What follows belongs to an exercise in optimizing a design on an open flow for small area, a short achievable clock period and few clock cycles per item; a production flow would make more cautious choices.
In this exercise RTL edits were held to simulation tests only and were not proved equivalent to the original.
The clock port is modelled as an ideal driver; clocking choices that lean on that would not hold on a real chip.
Power figures rest on the tool's default switching activity, not on a simulated workload.

[config.mk]
export PLATFORM = sky130hd
export DESIGN_NAME = rotating_page_wear_leveler
export DESIGN_NICKNAME = rotating_page_wear_leveler
export VERILOG_FILES = /design/flow/design.v
export SDC_FILE = /design/flow/constraint.sdc
export NUM_CORES = 4
export LEC_CHECK = 0
export CAP_MARGIN = 20
export CORE_MARGIN = 2
export CORE_UTILIZATION = 55
export CTS_CLUSTER_DIAMETER = 100
export CTS_CLUSTER_SIZE = 26
export SLEW_MARGIN = 20
export SYNTH_MEMORY_MAX_BITS = 8192
[design.v]
package rpwl_pkg;
    localparam logic [1:0] MODE_LOAD   = 2'd0;
    localparam logic [1:0] MODE_COMMIT = 2'd1;
    localparam logic [1:0] MODE_READ   = 2'd2;
    localparam logic [1:0] MODE_CLEAR  = 2'd3;
    localparam logic [7:0] ERASED_BYTE = 8'hFF;
    typedef struct packed {
        logic [1:0] mode;
        logic [1:0] container_index;
        logic [3:0] byte_offset;
        logic [7:0] data_in;
    } cmd_t;
    typedef struct packed {
        logic [7:0] data_out;
        logic [2:0] page_slot;
        logic       last;
    } result_t;
endpackage
module rpwl_ram #(
    parameter int DEPTH = 512,
    parameter int AW    = 9
) (
    input  logic          clk,
    input  logic          we,
    input  logic [AW-1:0] waddr,
    input  logic [7:0]    wdata,
    input  logic          re,
    input  logic [AW-1:0] raddr,
    output logic [7:0]    rdata
);
    logic [7:0] mem [DEPTH];
    logic [7:0] rdata_reg;
    always_ff @(posedge clk)
    begin
        if (we)
        begin
            mem[waddr] <= wdata;
        end
        if (re)
        begin
            rdata_reg <= mem[raddr];
        end
    end
    assign rdata = rdata_reg;
endmodule
module rotating_page_wear_leveler #(
    parameter int PAGES               = 8,
    parameter int CONTAINERS_PER_PAGE = 4,
    parameter int CONTAINER_BYTES     = 16
) (
    input  logic              clk,
    input  logic              rst_n,
    input  logic              start,
    input  rpwl_pkg::cmd_t    cmd,
    output logic              busy,
    output logic              strobe,
    output rpwl_pkg::result_t result
);
    localparam int PW  = $clog2(PAGES);
    localparam int BIW = $clog2(CONTAINER_BYTES);
    localparam int CIW = $clog2(CONTAINERS_PER_PAGE);
    logic [7:0] page [CONTAINERS_PER_PAGE][CONTAINER_BYTES];
    logic [7:0] stg  [CONTAINER_BYTES];
    logic [CONTAINERS_PER_PAGE-1:0] cval_reg;
    logic [CONTAINERS_PER_PAGE-1:0] cwe_reg;
    logic [PW-1:0]                  tgt_reg;
    logic [PW-1:0]                  src_page;
    logic                           rd_reg;
    logic                           busy_reg;
    logic [CONTAINER_BYTES-1:0]     pos_reg;
    logic [CONTAINERS_PER_PAGE-1:0] rsel_reg;
    logic [CONTAINER_BYTES-1:0]     wq_we_reg;
    logic                           wq_clr_reg;
    logic [7:0]                     wq_data_reg;
    logic                           strobe_reg;
    rpwl_pkg::result_t              result_reg;
    logic           accept, acc_load, acc_commit, acc_read, acc_clear;
    logic [7:0]     byte0, stream_byte;
    logic [7:0]     cand0 [CONTAINERS_PER_PAGE];
    assign accept     = start && !rd_reg;
    assign src_page   = tgt_reg - PW'(1);
    assign acc_load   = accept && (cmd.mode == rpwl_pkg::MODE_LOAD);
    assign acc_commit = accept && (cmd.mode == rpwl_pkg::MODE_COMMIT);
    assign acc_read   = accept && (cmd.mode == rpwl_pkg::MODE_READ);
    assign acc_clear  = accept && (cmd.mode == rpwl_pkg::MODE_CLEAR);
    always_comb
    begin
        for (int k = 0; k < CONTAINERS_PER_PAGE; k++)
        begin
            if (cwe_reg[k])
            begin
                cand0[k] = stg[0];
            end
            else if (cval_reg[k])
            begin
                cand0[k] = page[k][0];
            end
            else
            begin
                cand0[k] = rpwl_pkg::ERASED_BYTE;
            end
        end
    end
    assign byte0 = cand0[cmd.container_index];
    always_comb
    begin
        stream_byte = ((cval_reg & rsel_reg) == '0) ? rpwl_pkg::ERASED_BYTE : 8'h00;
        for (int k = 0; k < CONTAINERS_PER_PAGE; k++)
        begin
            for (int b = 0; b < CONTAINER_BYTES; b++)
            begin
                if (rsel_reg[k] && pos_reg[b])
                begin
                    stream_byte = stream_byte | page[k][b];
                end
            end
        end
    end
    always_ff @(posedge clk or negedge rst_n)
    begin
        if (!rst_n)
        begin
            cval_reg    <= '0;
            cwe_reg     <= '0;
            tgt_reg     <= '0;
            rd_reg      <= 1'b0;
            busy_reg    <= 1'b0;
            wq_clr_reg  <= 1'b1;
            strobe_reg  <= 1'b0;
        end
        else
        begin
            cval_reg   <= cval_reg | cwe_reg;
            cwe_reg    <= '0;
            wq_clr_reg <= acc_clear;
            strobe_reg <= acc_commit || acc_read || rd_reg;
            busy_reg   <= acc_read || (rd_reg && !pos_reg[CONTAINER_BYTES-1]);
            if (acc_commit)
            begin
                cwe_reg[cmd.container_index] <= 1'b1;
                tgt_reg    <= tgt_reg + PW'(1);
            end
            if (acc_read)
            begin
                rd_reg       <= 1'b1;
            end
            if (rd_reg)
            begin
                if (pos_reg[CONTAINER_BYTES-1])
                begin
                    rd_reg   <= 1'b0;
                end
            end
        end
    end
    always_ff @(posedge clk)
    begin
        wq_we_reg <= '0;
        if (rd_reg)
        begin
            wq_we_reg <= pos_reg;
        end
        else if (acc_load)
        begin
            wq_we_reg[cmd.byte_offset] <= 1'b1;
        end
        else if (acc_read)
        begin
            wq_we_reg[0] <= 1'b1;
        end
        if (rd_reg)
        begin
            pos_reg     <= {pos_reg[CONTAINER_BYTES-2:0], 1'b0};
            result_reg  <= {stream_byte, src_page, pos_reg[CONTAINER_BYTES-1]};
            wq_data_reg <= stream_byte;
        end
        else
        begin
            result_reg  <= cmd.mode[1] ? {byte0, src_page, 1'b0} : {8'h00, tgt_reg, 1'b1};
            wq_data_reg <= cmd.mode[1] ? byte0 : cmd.data_in;
            pos_reg     <= CONTAINER_BYTES'(2);
            rsel_reg    <= CONTAINERS_PER_PAGE'(1) << cmd.container_index;
        end
        for (int b = 0; b < CONTAINER_BYTES; b++)
        begin
            if (wq_clr_reg || wq_we_reg[b])
            begin
                stg[b] <= wq_clr_reg ? 8'h00 : wq_data_reg;
            end
        end
        for (int k = 0; k < CONTAINERS_PER_PAGE; k++)
        begin
            if (cwe_reg[k])
            begin
                for (int b = 0; b < CONTAINER_BYTES; b++)
                begin
                    page[k][b] <= stg[b];
                end
            end
        end
    end
    assign busy   = busy_reg;
    assign strobe = strobe_reg;
    assign result = result_reg;
endmodule
[flow/run.sh]
#!/bin/bash
set -euo pipefail
bash standard.sh finish SETUP_SLACK_MARGIN=5.6 > layout_make.log 2>&1
[constraint.sdc]
create_clock -name core_clock -period 8.0 [get_ports {clk}]
set_input_delay 1.6000 -clock core_clock [delete_from_list [all_inputs] [get_ports {clk}]]
set_output_delay 1.6000 -clock core_clock [all_outputs]
set_load 0.01 [all_outputs]
[standard.sh]
#!/bin/bash
# synth_recipe.tcl (not shown) runs the flow's synth.tcl, then flattens the netlist and writes it again
# the make line also repeats each setting of config.mk as NAME=value (left out here)
make -C /OpenROAD-flow-scripts/flow DESIGN_CONFIG=/design/flow/config.mk WORK_HOME=/design/flow/orfs CLKGATE_MAP_FILE= SYNTH_SCRIPT=/design/flow/synth_recipe.tcl "${@:-finish}"
==> impl_metrics.toml, run 1 <==
[run_status]
status = "no timing/DRC/antenna violations"

[setup_path]
reg2reg_slack_ns = 5.66
worst_setup_path_end_kind = "primary output"
crit_path_max_incr_delay_ns = 0.37
crit_chain = "buf_2"
r2r_cells = 8
critical_path.top_delay_family = "flip-flops"
slowest_stage = "dfrtp_1"
cp.depth = 1
cp_num_buf_inv = 1
critPathLaunchType = "register"
worst_ep_required_time_ns = 6.40
path_class = "reg2out"
cp_data_arrival_time_ns = 1.12
path_max_fanout = 1

[flow_run]
drv_cap = 0

[grt]
use_met3 = 0.04868
use_met2 = 0.4342
grtUsageMet1 = 0.4171
grt_remaining_overflow = 0
grt_max_degree = 74
top_usage_layer = "met2"
grt_use_total = 0.2792
antenna_found_initial = 3
grt_pass1_wl_mm = 93.66
grt_pass1_vias = 13165

[floorplan]
die_height_um = 218.0
pin_count = 33
core_um2 = 45280
num_rows = 78
die_area_um2 = 47520
start_util = 0.5562
die_width_um = 218.0

[synth]
synth-xor-area-share = 0.002086
synthFlopType = "edfxtp_1"
yosysTopAreaCellShare = 0.7678
synth_edf_count = 644
synthCells = 1386
seq_area_frac_synth = 0.8233
async_flop_share = 0.02113
ys_seq_elements = 710
syn_nets = 1411
synthMuxAreaShare = 0.001242
synth_area_per_cell_um2 = 18.17
synth_compound_area_frac = 0.1201
yosys.area.top_type = "edfxtp_1"
yosys_warnings = 4
ys_types = 54
netlist_area_um2 = 25190
synth_top_family_by_area = "compound AO/OA/AOI/OAI gates"
synth_fa_ha_area_frac = 0.002981
synth.area.top_cells = "edfxtp_1, a22oi_1, dfxtp_1"
synthSimpleGateAreaFrac = 0.03621

[final_layout]
nNetsFinal = 1454
fillers = 3303
seqCellArea_um2 = 20760
multi_input_area_um2 = 4294
drive_above_1_share = 0.1198
synthToLayoutAreaGrowth_pct = 9.379
largest_register_ffs = 512
antenna_cells = 0
final_core_util = 0.6084

[timing]
setup_violations = 0
clock.fmax_mhz = 367.9
slew_headroom = 0.3135
drv_slew = 0
tightest_slew_ns = 1.030
fin_setup_tns_ns = 0
final_hold_viol_count = 0
finalClockSkew_ns = 0.01867
rsz0062_at_grt = "true"
whs_ns = 0.4950
layout_min_cycle_time_ns = 2.718
fin_crit_sh = 0.3398

[clock_tree]
clk_path_buf_depth = 3
root_buffer = "clkbuf_16"
numCtsBuffers = 31
clk_latency_ns = 0.62
ctsHoldBuffers = 0
htree_levels = 1
path_clk_slew_ns = 0.09
cts_tree = "done"
cts_sinks = 710

[route]
ant_nets = 0
routedWlPerCell_um = 32.24
drt_pass1_iterations = 6
drc = 0
drtIter0Drc = 1951
totalWireLength_mm = 66.18
routed_via_density = 6.598
via_count = 13546

[placement]
io_buffers = 32
dp_hpwl_mm = 36.67
gp_congestion = 0.8415

[pwr]
peakVddDrop_mv = 0.2104
power_leakage_nw = 9.491
power.density_nw_per_um2 = 213.2

[hold_path]
hold_path_class = "reg2reg"
hold_depth = 1
-- final timing paths --
kind	from	to
worst max-delay path	busy_reg	busy
worst min-delay path	pos_reg[11]	pos_reg[12]
worst max register to register	rsel_reg[2]	wq_data_reg[5]
worst min register to register	pos_reg[11]	pos_reg[12]
max in group asynchronous	rst_n	cwe_reg[2]
min in group asynchronous	rst_n	cval_reg[1]
-- stage by stage --
step	instances	worst slack (ns)	power (mW)	area, µm²
2_1_floorplan	1386	5.486	4.097	25270
3_5_place_dp	1979	4.245	4.127	26300
6_report	2053	5.282	5.873	27550
3_3_place_gp	1979	4.243	4.127	26300
5_1_grt	2053	5.249	6.032	27550
4_1_cts	2047	5.252	5.899	27410
-- power by group --
group	total [mW]	internal, mW	switching, mW	leakage, nW
clock network	1.83	0.744	1.08	0.421
logic	0.0582	0.0232	0.0350	1.69
registers	3.99	3.99	0.00195	7.38
total	5.87	4.75	1.12	9.49
-- layout by cell type (no fill, tap or decap), drive strengths merged, types with 3 or more instances in the layout --
| cell type | instances |
|---|---|
| edfxtp | 644 |
| a22oi | 198 |
| buf | 67 |
| clkbuf | 56 |
| dfxtp | 51 |
| a21oi | 42 |
| a22o | 36 |
| nand2 | 34 |
| nand4 | 27 |
| o21ai | 22 |
| or2 | 21 |
| o22ai | 20 |
| a222oi | 16 |
| nand3 | 15 |
| inv | 15 |
| nor2b | 15 |
| and2 | 14 |
| dfrtp | 14 |
| o21bai | 13 |
| clkdlybuf4s50 | 11 |
| o221ai | 10 |
| nor2 | 10 |
| a41oi | 9 |
| nor3b | 7 |
| a221o | 7 |
| ha | 6 |
| nor3 | 6 |
| a31oi | 6 |
| o21a | 5 |
| nand2b | 5 |
| xnor2 | 5 |
| a21o | 4 |
| o2111ai | 4 |
| or3b | 3 |
| o41ai | 3 |
| a211o | 3 |
| nor4 | 3 |
-- logic make-up after synthesis --
group                    count (synthesis)
AO/OA/AOI/OAI                          406
buffers and inverters                   91
multiplexers                             3
adder cells (fa/ha/maj)                  6
XOR/XNOR                                 6
AND/OR/NAND/NOR                        164
flip-flops                             710
-- what timing repair did --
item,in CTS,in global routing
setup endpoints to repair,294,43
resized for setup,115,17
setup buffers,11,5
pin swaps,6,2
cloned,0,1
-- metal layers --
layer	routed length [µm]	share of wire
met1	27790	0.42
met2	31040	0.47
met3	5814	0.088
met4	1534	0.023
met5	0	0
-- Yosys cell counts (all sizes together), types with 2 or more instances --
cell type  number
edfxtp        644
o21ai          22
o22ai          20
a211o           3
a21oi          42
a222oi         16
and2           14
o21bai         13
a221o           7
xnor2           5
dfrtp          14
nor3            6
nor3b           7
nor4            3
o21a            5
a31oi           6
a21o            4
ha              6
or3b            3
nand3          15
nor2           10
or2            21
clkbuf         70
a22o           36
o41ai           3
a22oi         198
o2111ai         4
mux2i           2
inv            17
nor2b          15
a211oi          2
nand4          27
o221ai         10
nand2b          5
buf             4
nand2          34
dfxtp          51
a41oi           9
and4            2
-- final cells by class --
type                    count  share of cell area
flip-flops and latches    710              0.7536
multi-input cells         585              0.1559
clock buffers              55             0.03143
repair buffers             84             0.02816
well taps                 600             0.02725
inverters                  17            0.002770
clock inverters             2           0.0009083
Testbench counts, summed over its fixed seeds: cycles 23,764, items 12,000.
==> run 2, diff against run 1 <==
==> flow/run.sh (replaced) <==
#!/bin/bash
set -euo pipefail
bash standard.sh finish SETUP_SLACK_MARGIN=5.5 > layout_make.log 2>&1
--- a/config.mk
+++ b/config.mk
@@ -7,7 +7,7 @@
 export LEC_CHECK = 0
 export CAP_MARGIN = 20
 export CORE_MARGIN = 2
-export CORE_UTILIZATION = 55
+export CORE_UTILIZATION = 70
 export CTS_CLUSTER_DIAMETER = 100
 export CTS_CLUSTER_SIZE = 26
 export SLEW_MARGIN = 20
==> run 2 against run 1 <==
Still clean. Final area is 0.25% lower. Sequential share of layout area is 0.21 points higher. Utilization is 17 points higher. Count of clock-buffer cells in the layout shrank 12. Via count increased by 3.5%. Clock skew up 0.0027 ns. Fmax decreased by 0.47%. Critical path depth unchanged. Synthesized cell count is the same. Highest routed layer unchanged.
==> impl_metrics.toml, run 2 <==
[grt]
grt_use_total = 0.3367
grt_pass1_wl_mm = 90.74
grtUsageMet1 = 0.4952
antenna_found_initial = 1
grt_remaining_overflow = 0
top_usage_layer = "met2"
grt_pass1_vias = 13646
use_met3 = 0.06627
use_met2 = 0.5177
grt_max_degree = 76

[clock_tree]
cts_tree = "done"
htree_levels = 1
path_clk_slew_ns = 0.10
numCtsBuffers = 31
cts_sinks = 710
root_buffer = "clkbuf_16"
clk_path_buf_depth = 3
clk_latency_ns = 0.62

[run_status]
status = "no timing/DRC/antenna violations"

[route]
totalWireLength_mm = 64.75
via_count = 14017
drc = 0
routedWlPerCell_um = 33.88
drtIter0Drc = 2275
ant_nets = 0
drt_pass1_iterations = 5
routed_via_density = 7.335

[pwr]
power.density_nw_per_um2 = 211.9
clockPowerShare = 0.305
peakVddDrop_mv = 0.2725
power_leakage_nw = 9.573
p_seq_frac = 0.685
combinationalPowerShare = 0.010
switching_share = 0.1872
switchingPower_mw = 1.090
intPower_mw = 4.732

[synth]
synthMuxAreaShare = 0.001242
synth_top_family_by_area = "compound AO/OA/AOI/OAI gates"
synth-xor-area-share = 0.002086
yosys_warnings = 4
ys_types = 54
seq_area_frac_synth = 0.8233
yosys.area.top_type = "edfxtp_1"
synth_fa_ha_area_frac = 0.002981
ys_seq_elements = 710
async_flop_share = 0.02113
syn_nets = 1411
synthCells = 1386
post-synth-top-count-cell = "edfxtp_1"
synth.area.top_cells = "edfxtp_1, a22oi_1, dfxtp_1"
netlist_area_um2 = 25190
synth_area_per_cell_um2 = 18.17
synth_edf_count = 644
synth_compound_area_frac = 0.1201
yosysTopAreaCellShare = 0.7678
synthSimpleGateAreaFrac = 0.03621
synth_common_cells = "edfxtp_1, a22oi_1, clkbuf_1, dfxtp_1, a21oi_1"
synthFlopType = "edfxtp_1"

[floorplan]
start_util = 0.7098
die_area_um2 = 37510
num_rows = 69
pin_count = 33
core_um2 = 35480
die_width_um = 193.7
die_height_um = 193.7

[setup_path]
crit_end = "busy"
cp-startpoint = "busy_reg"
crit_chain = "buf_2"
rr_startpoint = "rsel_reg[2]"
path_class = "reg2out"
r2r_end = "wq_data_reg[5]"
slowest_stage = "dfrtp_1"
worst_ep_required_time_ns = 6.40
reg2reg_slack_ns = 5.54
cp_num_buf_inv = 1
critPathLaunchType = "register"
worst_setup_path_end_kind = "primary output"
crit_path_max_incr_delay_ns = 0.37
path_max_fanout = 1
critical_path.top_delay_family = "flip-flops"
r2r_cells = 8
cp.depth = 1
cp_data_arrival_time_ns = 1.13

[hold_path]
hold_path_class = "reg2reg"
hold_depth = 0

[final_layout]
nNetsFinal = 1462
largest_register_ffs = 512
stdcell_count = 1911
final_common_cell = "edfxtp_1"
layout_common_cells = "edfxtp_1, a22oi_1, buf_4"
synthToLayoutAreaGrowth_pct = 9.101
drive_above_1_share = 0.1263

[timing]
final_hold_viol_count = 0
layout_min_cycle_time_ns = 2.731
tightest_slew_ns = 1.083
fin_crit_sh = 0.3414
slew_headroom = 0.2778
fin_setup_tns_ns = 0
clock.fmax_mhz = 366.2
setup_violations = 0
drv_slew = 0
finalClockSkew_ns = 0.02138
rsz0062_at_grt = "true"

[placement]
dp.cells = 1842
dp_hpwl_mm = 35.66
io_buffers = 32
gp_congestion = 0.8837

[flow_run]
drv_cap = 0
run 2: cell counts after synthesis:
No cell type changed its count.
run 2: worst min-delay path by stage:
stage / slack, ns / from / end
floorplan: 0.46 / stg[10][0] / page[10][0]
CTS: 0.50 / stg[8][0] / page[40][0]
finish: 0.51 / stg[8][0] / page[40][0]
global route: 0.53 / stg[15][6] / page[15][6]
global placement: 0.46 / stg[15][0] / page[47][0]
detailed placement: 0.48 / stg[15][4] / page[63][4]
run 2: final cells by class:
type	count	area (µm²)
antenna	1	2.502
clock buffer	43	820.8
clock inverter	2	28.78
fill	1931	8004
inverter	17	71.32
multi-input combinational	585	4249
sequential	710	20770
tap	461	576.8
timing repair buffer	92	963.4
run 2: cells by family (layout without fill, tap and decap cells):
| family | Yosys count | in the layout |
|---|---|---|
| multiplexers | 3 | 3 |
| other | 0 | 1 |
| buffers and inverters | 91 | 154 |
| XOR/XNOR | 6 | 6 |
| AND/OR/NAND/NOR | 164 | 164 |
| AO/OA/AOI/OAI | 406 | 406 |
| flip-flops | 710 | 710 |
| adder cells (fa/ha/maj) | 6 | 6 |
run 2: per-layer routing:
layer  up-vias  part of all wire
li1       5759                 -
met1      7066              0.37
met2      1029              0.47
met3       163              0.12
met4         0             0.041
met5         -                 0
run 2: repair_timing:
item / 4_1_cts / 5_1_grt
pin swaps: 2 / 4
gates cloned: 0 / 4
setup endpoints to repair: 210 / 75
buffers inserted: 3 / 16
hold buffers: 0 / 0
gates resized for setup: 114 / 30
run 2: power by group through the flow:
stage	combinational [mW]	clock [mW]	sequential, mW
after floorplan	0.0236	0	4.07
after global placement	0.0526	0	4.07
after detailed placement	0.0539	0	4.07
after CTS	0.0554	1.78	3.99
after global routing	0.0612	1.90	3.99
final	0.0576	1.78	3.99
run 2: through the flow:
step / area [µm²] / worst slack [ns] / power [mW] / util / hold slack (ns)
6_report: 27480 / 5.269 / 5.822 / 0.7744 / 0.5070
5_1_grt: 27480 / 5.235 / 5.953 / 0.7744 / 0.5256
4_1_cts: 27110 / 5.262 / 5.820 / 0.7640 / 0.5008
3_5_place_dp: 26110 / 4.129 / 4.126 / 0.7359 / 0.4841
3_3_place_gp: 26110 / 4.197 / 4.125 / 0.7358 / 0.4623
2_1_floorplan: 25250 / 5.486 / 4.096 / - / 0.4587
==> run 3, diff against run 2 <==
==> flow/run.sh (replaced) <==
#!/bin/bash
set -euo pipefail
R=orfs/results/sky130hd/rotating_page_wear_leveler/base
bash standard.sh cts SETUP_SLACK_MARGIN=5.6 > layout_make_cts.log 2>&1
openroad -no_init -exit flow/shorten_clock.tcl > shorten_clock.log 2>&1
bash standard.sh finish SETUP_SLACK_MARGIN=5.6 > layout_make_finish.log 2>&1
==> flow/shorten_clock.tcl (new file) <==
# Remove the branch stage of the clock tree: the loads of each buffer driven by
# the root clock buffer move to the root buffer's net.
set r orfs/results/sky130hd/rotating_page_wear_leveler/base
read_db $r/4_cts.odb
set block [ord::get_db_block]
set root [$block findInst clkbuf_0_clk]
set rootnet [[$root findITerm X] getNet]
set moved 0
foreach it [$rootnet getITerms] {
  set inst [$it getInst]
  if {[$inst getName] eq [$root getName]} { continue }
  if {![string match "sky130_fd_sc_hd__clkbuf_*" [[$inst getMaster] getName]]} { continue }
  set outnet [[$inst findITerm X] getNet]
  foreach lit [$outnet getITerms] {
    if {[[$lit getInst] getName] eq [$inst getName]} { continue }
    $lit disconnect
    $lit connect $rootnet
    incr moved
  }
  puts "removing [$inst getName]"
  odb::dbInst_destroy $inst
  odb::dbNet_destroy $outnet
}
puts "moved $moved loads to [$rootnet getName]"
write_db $r/4_cts.odb
--- a/config.mk
+++ b/config.mk
@@ -7,7 +7,7 @@
 export LEC_CHECK = 0
 export CAP_MARGIN = 20
 export CORE_MARGIN = 2
-export CORE_UTILIZATION = 70
+export CORE_UTILIZATION = 55
 export CTS_CLUSTER_DIAMETER = 100
 export CTS_CLUSTER_SIZE = 26
 export SLEW_MARGIN = 20
==> run 3 against run 2 <==
Still clean on timing, DRC and antenna. Clock skew down 0.0022 ns. First-iteration DRC count is 15% lower. Routed wire length up 2.3%. Register-to-register slack better by 0.14 ns. Final area hardly changed. Area after synthesis did not move. Global-route usage down 5.0 points. Largest cell class unchanged. Largest power group unchanged.
==> impl_metrics.toml, run 3 <==
[grt]
grt_use_total = 0.2866
grt_max_degree = 74
grt_pass1_wl_mm = 93.51
grt_pass1_vias = 13148
grt_remaining_overflow = 0
antenna_found_initial = 3

[final_layout]
layout_common_cells = "edfxtp_1, a22oi_1, dfxtp_1"
final_common_cell = "edfxtp_1"
drive_above_1_share = 0.1178
synthToLayoutAreaGrowth_pct = 9.155
fillers = 3309
largest_register_ffs = 512
nNetsFinal = 1452

[synth]
yosysTopAreaCellShare = 0.7678
yosys_warnings = 4
netlist_area_um2 = 25190
ys_seq_elements = 710
synth.area.top_cells = "edfxtp_1, a22oi_1, dfxtp_1"
syn_nets = 1411
seq_area_frac_synth = 0.8233
synth_area_per_cell_um2 = 18.17
yosys.area.top_type = "edfxtp_1"
synthFlopType = "edfxtp_1"
synth_edf_count = 644
ys_types = 54
post-synth-top-count-cell = "edfxtp_1"
async_flop_share = 0.02113
synthCells = 1386
synth_common_cells = "edfxtp_1, a22oi_1, clkbuf_1, dfxtp_1, a21oi_1"

[clock_tree]
path_clk_slew_ns = 0.10
cts_sinks = 710
cts_tree = "done"
clk_path_buf_depth = 3
ctsHoldBuffers = 0
htree_levels = 1
clk_latency_ns = 0.65
root_buffer = "clkbuf_16"
numCtsBuffers = 31

[floorplan]
core_um2 = 45280
start_util = 0.5562
num_rows = 78
die_width_um = 218.0
die_height_um = 218.0
die_area_um2 = 47520
pin_count = 33

[timing]
setup_violations = 0
finalClockSkew_ns = 0.01920
fin_crit_sh = 0.3436
slew_headroom = 0.3041
tightest_slew_ns = 1.044
drv_slew = 0
fin_setup_tns_ns = 0
layout_min_cycle_time_ns = 2.749
rsz0062_at_grt = "true"
clock.fmax_mhz = 363.8
final_hold_viol_count = 0
whs_ns = 0.4961

[route]
drtIter0Drc = 1934
ant_nets = 0
totalWireLength_mm = 66.22
routed_via_density = 6.625
routedWlPerCell_um = 32.27
drt_pass1_iterations = 5
drc = 0
via_count = 13594

[setup_path]
critical_path.top_delay_family = "flip-flops"
crit_path_max_incr_delay_ns = 0.37
cp.depth = 1
r2r_cells = 8
path_class = "reg2out"
worst_setup_path_end_kind = "primary output"
cp_num_buf_inv = 1
reg2reg_slack_ns = 5.68
path_max_fanout = 1
crit_chain = "buf_2"
slowest_stage = "dfrtp_1"
worst_ep_required_time_ns = 6.40
critPathLaunchType = "register"
cp_data_arrival_time_ns = 1.15

[hold_path]
hold_path_class = "reg2reg"
hold_depth = 0

[placement]
dp_hpwl_mm = 36.67
gp_congestion = 0.8415
io_buffers = 32

[run_status]
status = "no timing/DRC/antenna violations"

[flow_run]
drv_cap = 0

[pwr]
power.density_nw_per_um2 = 211.2
peakVddDrop_mv = 0.2235
power_leakage_nw = 9.465
-- run 3: logic make-up (layout without fill, tap and decap cells) --
logic type | Yosys count | after routing | share of synthesized area
mux | 3 | 3 | 0.001242
flops | 710 | 710 | 0.8233
buf+inv | 91 | 156 | 0.01406
other cells | 0 | 1 | 0
xor+xnor | 6 | 6 | 0.002086
fa+ha+maj | 6 | 6 | 0.002981
simple gates | 164 | 164 | 0.03622
compound gates | 406 | 406 | 0.1201
-- run 3: repair_timing --
action,CTS,global route
gates resized for setup,115,17
setup endpoints to repair,294,75
gates cloned,0,1
buffers inserted,11,5
pin swaps,6,2
-- run 3: area by class of cell --
class,instances,area (µm²),area share
clock buffers,53,815.8,0.02967
well taps,600,750.7,0.02731
inverters,17,76.32,0.002776
clock inverters,2,25.02,0.0009102
multi-input cells,585,4282,0.1557
flip-flops and latches,710,20760,0.7552
diodes,1,2.502,0.00009102
repair buffers,84,779.5,0.02835
-- run 3: worst paths after layout --
kind | start | to
setup / recovery | busy_reg | busy
hold / removal | stg[11][5] | page[27][5]
setup reg to reg | rsel_reg[0] | result_reg[8]
hold reg to reg | stg[11][5] | page[27][5]
max in group asynchronous | rst_n | cwe_reg[2]
min in group asynchronous | rst_n | cval_reg[3]
-- run 3: where the power goes --
group	leakage (nW)	internal [mW]	switching, mW
logic	1.69	0.0228	0.0347
registers	7.38	3.99	0.00196
clock network	0.397	0.691	1.07
total	9.46	4.70	1.11
-- run 3: stage by stage --
stage,util,power (mW),cells,setup WS [ns],instance area (µm²)
final,0.6071,5.805,2052,5.251,27490
after global routing,0.6071,5.960,2051,5.208,27490
after CTS,0.6053,5.899,2047,5.252,27410
after detailed placement,0.5809,4.127,1979,4.245,26300
after global placement,0.5809,4.127,1979,4.243,26300
after floorplan,-,4.097,1386,5.486,25270
-- run 3: metal layers --
metal / up-vias / part of all wire / track usage
met4: 0 / 0.023 / 0.09796
met2: 636 / 0.47 / 0.4328
met3: 74 / 0.090 / 0.06290
met5: - / 0 / 0
li1: 5745 / - / -
met1: 7139 / 0.42 / 0.4176
==> run 4, diff against run 3 <==
==> flow/run.sh (replaced) <==
#!/bin/bash
set -euo pipefail
bash standard.sh cts SETUP_SLACK_MARGIN=5.6 > layout_make_cts.log 2>&1
openroad -no_init -exit flow/shorten_clock.tcl > shorten_clock.log 2>&1
bash standard.sh finish SETUP_SLACK_MARGIN=5.6 > layout_make_finish.log 2>&1
==> flow/shorten_clock.tcl (replaced) <==
# Remove the root buffer of the clock tree: its loads, the branch buffers,
# move to the clock port's net.
set r orfs/results/sky130hd/rotating_page_wear_leveler/base
read_db $r/4_cts.odb
set block [ord::get_db_block]
set root [$block findInst clkbuf_0_clk]
set rootnet [[$root findITerm X] getNet]
set clknet [[$root findITerm A] getNet]
set moved 0
foreach it [$rootnet getITerms] {
  if {[[$it getInst] getName] eq [$root getName]} { continue }
  $it disconnect
  $it connect $clknet
  incr moved
}
puts "moving $moved loads of [$rootnet getName] to [$clknet getName]"
odb::dbInst_destroy $root
odb::dbNet_destroy $rootnet
set n 0
foreach it [$clknet getITerms] { incr n }
puts "[$clknet getName] now has $n cell pins"
if {$n > 4} { error "clock port would feed $n cell pins" }
write_db $r/4_cts.odb
==> run 4 against run 3 <==
Count of clock-buffer cells in the layout increased by 1. First-iteration DRC count increased by 2.5%. Area after synthesis is the same. Critical path depth did not move. Critical endpoint unchanged.
==> impl_metrics.toml, run 4 <==
[pwr]
finalPower_mw = 5.845
switchingPower_mw = 1.111
power_leakage_nw = 9.515
intPower_mw = 4.734
combinationalPowerShare = 0.011
power.density_nw_per_um2 = 212.0
clockPowerShare = 0.307
peakVddDrop_mv = 0.2100
p_seq_frac = 0.682
switching_share = 0.1901

[synth]
synthFlopType = "edfxtp_1"
synthCells = 1386
post-synth-top-count-cell = "edfxtp_1"
synth_area_per_cell_um2 = 18.17
ys_seq_elements = 710
yosys.area.top_type = "edfxtp_1"
syn_nets = 1411
ys_types = 54
async_flop_share = 0.02113
yosysTopAreaCellShare = 0.7678
synth.area.top_cells = "edfxtp_1, a22oi_1, dfxtp_1"
seq_area_frac_synth = 0.8233
yosys_warnings = 4
synth_edf_count = 644
synth_common_cells = "edfxtp_1, a22oi_1, clkbuf_1, dfxtp_1, a21oi_1"
netlist_area_um2 = 25190

[final_layout]
final_core_util = 0.6088
layout_common_cells = "edfxtp_1, a22oi_1, buf_4"
largest_register_ffs = 512
antenna_cells = 0
drive_above_1_share = 0.1243
fillers = 3311
nNetsFinal = 1457
synthToLayoutAreaGrowth_pct = 9.458
final_common_cell = "edfxtp_1"
seqCellArea_um2 = 20760
multi_input_area_um2 = 4315

[clock_tree]
ctsHoldBuffers = 0
cts_sinks = 710
cts_tree = "done"
clk_path_buf_depth = 3
path_clk_slew_ns = 0.10
htree_levels = 1
numCtsBuffers = 31
root_buffer = "clkbuf_16"
clk_latency_ns = 0.48

[setup_path]
critical_path.top_delay_family = "flip-flops"
path_class = "reg2out"
cp_num_buf_inv = 1
worst_ep_required_time_ns = 6.40
worst_setup_path_end_kind = "primary output"
reg2reg_slack_ns = 5.67
crit_chain = "buf_2"
cp_data_arrival_time_ns = 0.98
path_max_fanout = 1
slowest_stage = "dfrtp_1"
critPathLaunchType = "register"
crit_path_max_incr_delay_ns = 0.37

[grt]
grt_max_degree = 74
grt_pass1_vias = 13157
grt_pass1_wl_mm = 93.58
grt_remaining_overflow = 0
grt_use_total = 0.2783
antenna_found_initial = 3

[floorplan]
num_rows = 78
start_util = 0.5562
die_width_um = 218.0
core_um2 = 45280
pin_count = 33
die_height_um = 218.0
die_area_um2 = 47520

[route]
via_count = 13585
totalWireLength_mm = 66.33
ant_nets = 0
routedWlPerCell_um = 32.26
drt_pass1_iterations = 6
routed_via_density = 6.607
drtIter0Drc = 1982
drc = 0

[timing]
layout_min_cycle_time_ns = 2.576
setup_ws_ns = 5.424
tightest_slew_ns = 1.051
slew_headroom = 0.2994
finalClockSkew_ns = 0.01965
setup_violations = 0
rsz0062_at_grt = "true"
fin_setup_tns_ns = 0
clock.fmax_mhz = 388.3
final_hold_viol_count = 0
fin_crit_sh = 0.3220
drv_slew = 0

[run_status]
status = "no timing/DRC/antenna violations"

[placement]
dp_slack_ns = 4.245
gp_congestion = 0.8415
io_buffers = 32
dp_hpwl_mm = 36.67

[flow_run]
drv_cap = 0

[hold_path]
hold_path_class = "reg2reg"
==> run 4: layout make-up <==
class,count,share of cell area
Sequential cell,710,0.7531
Multi-Input combinational cell,585,0.1565
Clock buffer,54,0.03050
Timing Repair Buffer,88,0.02900
Tap cell,600,0.02723
Inverter,17,0.002768
Clock inverter,2,0.0009077
==> run 4: repair_timing <==
action	4_1_cts	5_1_grt
cloned	0	1
setup endpoints to repair	294	53
setup buffers	11	9
pin swaps	6	4
resized for setup	115	28
==> run 4: stage by stage <==
step | instances | hold WS, ns | area, µm²
2_1_floorplan | 1386 | 0.4587 | 25270
3_3_place_gp | 1979 | 0.4699 | 26300
3_5_place_dp | 1979 | 0.4831 | 26300
4_1_cts | 2047 | 0.5006 | 27410
5_1_grt | 2056 | 0.5086 | 27570
6_report | 2056 | 0.4972 | 27570
==> run 4: worst paths after layout <==
kind                             startpoint       endpoint  depth (start not counted)
worst max register to register  rsel_reg[0]  result_reg[8]                          8
min in group asynchronous             rst_n    cval_reg[1]                          1
max in group asynchronous             rst_n     cwe_reg[2]                          1
worst max-delay path               busy_reg           busy                          1
worst min register to register  pos_reg[11]    pos_reg[12]                          1
worst min-delay path            pos_reg[11]    pos_reg[12]                          1
==> run 4: logic make-up (layout without fill, tap and decap cells) <==
family,Yosys count,in the layout,share of synthesized area
adders and majority gates,6,6,0.002981
muxes,3,3,0.001242
and+or+nand+nor,164,164,0.03622
buffers and inverters,91,161,0.01406
DFF,710,710,0.8233
xor gates and xnor gates,6,6,0.002086
AOI/OAI and AO/OA,406,406,0.1201
==> run 4: power by group through the flow <==
stage | Sequential [mW] | Clock, mW | Combinational [mW]
after detailed placement | 4.07 | 0 | 0.0543
after global routing | 3.99 | 1.94 | 0.0666
after floorplan | 4.07 | 0 | 0.0245
after global placement | 4.07 | 0 | 0.0539
final | 3.99 | 1.80 | 0.0620
after CTS | 3.99 | 1.85 | 0.0564
==> run 4: per-layer routing <==
metal  vias to the layer above  track usage  share of wire
met4                         0      0.06372          0.024
met2                       651       0.4342           0.47
met1                      7099       0.4171           0.42
met3                        78      0.04575          0.088
met5                         -            0              0
li1                       5757            -              -
==> run 5, diff against run 4 <==
==> flow/shorten_clock.tcl (replaced) <==
# Remove the root buffer of the clock tree: its loads, the branch buffers, move
# to the clock port's net. Then split each branch buffer in two: the leaf
# buffers it drives are divided at the median along the longer side of their
# spread, and the half away from the branch buffer moves to a new buffer of the
# same kind placed at that half's centre. Detailed placement legalises it.
set r orfs/results/sky130hd/rotating_page_wear_leveler/base
read_db $r/4_cts.odb
set block [ord::get_db_block]
set root [$block findInst clkbuf_0_clk]
set rootnet [[$root findITerm X] getNet]
set clknet [[$root findITerm A] getNet]
set branches {}
foreach it [$rootnet getITerms] {
  if {[[$it getInst] getName] eq [$root getName]} { continue }
  lappend branches [$it getInst]
  $it disconnect
  $it connect $clknet
}
odb::dbInst_destroy $root
odb::dbNet_destroy $rootnet
set k 0
foreach b $branches {
  set bnet [[$b findITerm X] getNet]
  set leaves {}
  foreach it [$bnet getITerms] {
    if {[[$it getInst] getName] eq [$b getName]} { continue }
    set loc [[$it getInst] getLocation]
    lappend leaves [list $it [lindex $loc 0] [lindex $loc 1]]
  }
  set xs [lmap l $leaves {lindex $l 1}]
  set ys [lmap l $leaves {lindex $l 2}]
  set dx [expr {[tcl::mathfunc::max {*}$xs] - [tcl::mathfunc::min {*}$xs]}]
  set dy [expr {[tcl::mathfunc::max {*}$ys] - [tcl::mathfunc::min {*}$ys]}]
  set axis [expr {$dx >= $dy ? 1 : 2}]
  set sorted [lsort -integer -index $axis $leaves]
  set half [expr {[llength $sorted] / 2}]
  set lo [lrange $sorted 0 [expr {$half - 1}]]
  set hi [lrange $sorted $half end]
  # The half farther from the branch buffer moves to the new buffer.
  set bloc [$b getLocation]
  set bpos [lindex $bloc [expr {$axis - 1}]]
  set lomid [lindex [lindex $lo end] $axis]
  set himid [lindex [lindex $hi 0] $axis]
  if {abs($bpos - $lomid) < abs($bpos - $himid)} { set keep $lo; set move $hi } else { set keep $hi; set move $lo }
  set cx 0; set cy 0
  foreach l $move { incr cx [lindex $l 1]; incr cy [lindex $l 2] }
  set cx [expr {$cx / [llength $move]}]
  set cy [expr {$cy / [llength $move]}]
  set name "clkbuf_split_${k}_clk"
  set nb [odb::dbInst_create $block [$b getMaster] $name]
  $nb setLocation $cx $cy
  $nb setPlacementStatus PLACED
  set nn [odb::dbNet_create $block "clknet_split_${k}_clk"]
  $nn setSigType CLOCK
  [$nb findITerm A] connect $clknet
  [$nb findITerm X] connect $nn
  foreach l $move {
    set it [lindex $l 0]
    $it disconnect
    $it connect $nn
  }
  # Power pins of the new buffer, as the others have them.
  foreach mt [[$nb getMaster] getMTerms] {
    set sig [$mt getSigType]
    if {$sig eq "POWER" || $sig eq "GROUND"} {
      set pin [$nb findITerm [$mt getName]]
      set ref [$b findITerm [$mt getName]]
      if {$ref ne "NULL" && [$ref getNet] ne "NULL"} { $pin connect [$ref getNet] }
    }
  }
  puts "[$b getName]: kept [llength $keep] leaves, moved [llength $move] to $name at $cx $cy"
  incr k
}
set n 0
foreach it [$clknet getITerms] { incr n }
puts "[$clknet getName] now has $n cell pins"
if {$n > 4} { error "clock port would feed $n cell pins" }
detailed_placement
check_placement -verbose
write_db $r/4_cts.odb
==> run 5 against run 4 <==
First-iteration DRC count rose by 1.8%. Area after synthesis did not move. Critical path type unchanged. Critical endpoint unchanged. Global-route usage rose by 0.13 points.
==> impl_metrics.toml, run 5 <==
[run_status]
status = "no timing/DRC/antenna violations"

[setup_path]
cp_data_arrival_time_ns = 0.88
r2r_cells = 8
critical_path.top_delay_family = "flip-flops"
path_max_fanout = 1
cp_num_buf_inv = 1
r2r_end = "wq_data_reg[5]"
slowest_stage = "dfrtp_1"
reg2reg_slack_ns = 5.67
worst_setup_path_end_kind = "primary output"
crit_chain = "buf_2"
worst_ep_required_time_ns = 6.40
crit_path_max_incr_delay_ns = 0.37
critPathLaunchType = "register"
path_class = "reg2out"
rr_startpoint = "rsel_reg[2]"

[clock_tree]
cts_tree = "done"
path_clk_slew_ns = 0.09
clk_latency_ns = 0.38
clk_path_buf_depth = 3
ctsHoldBuffers = 0
htree_levels = 1
cts_sinks = 710
numCtsBuffers = 31
root_buffer = "clkbuf_16"

[grt]
grt_pass1_vias = 13195
grt_remaining_overflow = 0
grt_max_degree = 74
grt_pass1_wl_mm = 93.69
grt_use_total = 0.2796
antenna_found_initial = 3

[floorplan]
num_rows = 78
start_util = 0.5562
die_area_um2 = 47520
die_height_um = 218.0
core_um2 = 45280
die_width_um = 218.0
pin_count = 33

[flow_run]
drv_cap = 0

[route]
ant_nets = 0
routedWlPerCell_um = 32.14
via_count = 13604
drtIter0Drc = 2018
totalWireLength_mm = 66.24
drc = 0
drt_pass1_iterations = 5
routed_via_density = 6.601

[synth]
synth_compound_area_frac = 0.1201
synth_fa_ha_area_frac = 0.002981
yosys_warnings = 4
synthCells = 1386
yosysTopAreaCellShare = 0.7678
synth_top_family_by_area = "compound AO/OA/AOI/OAI gates"
ys_seq_elements = 710
synth_edf_count = 644
yosys.area.top_type = "edfxtp_1"
post-synth-top-count-cell = "edfxtp_1"
synth_area_per_cell_um2 = 18.17
synth-xor-area-share = 0.002086
syn_nets = 1411
seq_area_frac_synth = 0.8233
synthSimpleGateAreaFrac = 0.03621
ys_types = 54
netlist_area_um2 = 25190
synthMuxAreaShare = 0.001242
synth_common_cells = "edfxtp_1, a22oi_1, clkbuf_1, dfxtp_1, a21oi_1"
async_flop_share = 0.02113
synth.area.top_cells = "edfxtp_1, a22oi_1, dfxtp_1"
synthFlopType = "edfxtp_1"

[pwr]
power.density_nw_per_um2 = 213.2
finalPower_mw = 5.895
peakVddDrop_mv = 0.2114
power_leakage_nw = 9.557

[final_layout]
layout_common_cells = "edfxtp_1, a22oi_1, buf_4"
antenna_cells = 0
final_common_cell = "edfxtp_1"
synthToLayoutAreaGrowth_pct = 9.782
largest_register_ffs = 512
nNetsFinal = 1462
fillers = 3304
drive_above_1_share = 0.1294

[timing]
rsz0062_at_grt = "true"
finalClockSkew_ns = 0.02480
drv_slew = 0
layout_min_cycle_time_ns = 2.479
slew_headroom = 0.2927
setup_violations = 0
fin_crit_sh = 0.3098
final_hold_viol_count = 0
clock.fmax_mhz = 403.4
whs_ns = 0.4966
tightest_slew_ns = 1.061
fin_setup_tns_ns = 0

[hold_path]
hold_path_class = "reg2reg"
holdPathEnd = "pos_reg[12]"
worst_hold_startpoint = "pos_reg[11]"
hold_depth = 1

[placement]
gp_congestion = 0.8415
io_buffers = 32
dp_hpwl_mm = 36.67
[run 5: cell counts after synthesis]
No cell type changed its count.
[run 5: cell families (layout without fill, tap and decap cells)]
family	count (synthesis)	count (layout)
muxes	3	3
xor gates and xnor gates	6	6
buffers and inverters	91	166
adders and majority gates	6	6
AOI/OAI and AO/OA	406	406
DFF	710	710
and+or+nand+nor	164	164
[run 5: worst max path at each step]
stage             start             end  slack, ns  cells after the start
6_report       busy_reg            busy       5.52                      1
2_1_floorplan   cmd[12]  wq_data_reg[1]       5.49                      5
3_3_place_gp    cmd[15]      tgt_reg[1]       4.24                      4
4_1_cts        busy_reg            busy       5.25                      1
5_1_grt        busy_reg            busy       5.50                      1
3_5_place_dp    cmd[15]      tgt_reg[1]       4.25                      4
[run 5: layout make-up]
| class | instances | area, µm² | area share |
|---|---|---|---|
| sequential | 710 | 20760 | 0.7508 |
| multi-input combinational | 585 | 4312 | 0.1559 |
| clock buffer | 54 | 840.8 | 0.03041 |
| timing repair buffer | 91 | 829.5 | 0.03000 |
| tap | 600 | 750.7 | 0.02715 |
| inverter | 17 | 81.33 | 0.002941 |
| buffer | 2 | 50.05 | 0.001810 |
| clock inverter | 2 | 25.02 | 0.0009050 |
[run 5: per-stage QoR]
step,worst slack (ns),instance area [µm²],cells,util
final,5.521,27650,2061,0.6106
after global routing,5.499,27650,2061,0.6106
after CTS,5.252,27410,2047,0.6053
after detailed placement,4.245,26300,1979,0.5809
after global placement,4.243,26300,1979,0.5809
after floorplan,5.486,25270,1386,-
[run 5: per-layer routing]
layer | up-vias | global-route usage | share of wire
met4 | 0 | 0.07234 | 0.025
met1 | 7093 | 0.4176 | 0.42
met2 | 659 | 0.4344 | 0.47
met5 | - | 0 | 0
li1 | 5770 | - | -
met3 | 82 | 0.04533 | 0.089
[run 5: timing repair]
item	CTS	global route
pin swaps	6	4
cloned	0	1
gates resized for setup	115	37
buffers inserted	11	12
endpoints found under the setup margin	294	61
[run 5: report_power, final]
part	switching (mW)	leakage, nW	internal (mW)
Sequential	0.00196	7.38	3.99
Combinational	0.0366	1.75	0.0267
Clock	1.07	0.434	0.777

==> re-timing with driven ports <==
How much do the figures lean on ideal ports? The routed layouts below were timed once more, with nothing changed but the port constraints.
Step 1 assumes that a clkbuf_16 drives the clock port and a buf_2 every other input.
Step 2 adds t to the input delays and takes it off the output delays; t is the mean of the earliest and latest rising clock arrival at the registers after step 1. Input paths then give back, and output paths get back, about the clock's delay inside the block.
a / b / c = no drivers / after step 1 / after step 2; a / b = the first two.
run | t (ns) | setup WS [ns] | slew at the worst register clock pin (ns)
run 1 | 0.673 | 5.282 / 5.220 / 4.977 | 0.11 / 0.11
run 2 | 0.672 | 5.269 / 5.209 / 4.906 | 0.11 / 0.11
run 3 | 0.704 | 5.251 / 5.191 / 4.973 | 0.11 / 0.11
run 4 | 0.547 | 5.424 / 5.347 / 5.167 | 0.11 / 0.11
run 5 | 0.484 | 5.521 / 5.406 / 5.226 | 0.10 / 0.10
After both steps setup and hold are still met in every run listed. The setup slack of run 2, which loses most, moves by -0.060 ns with the drivers and by -0.363 ns with both steps.
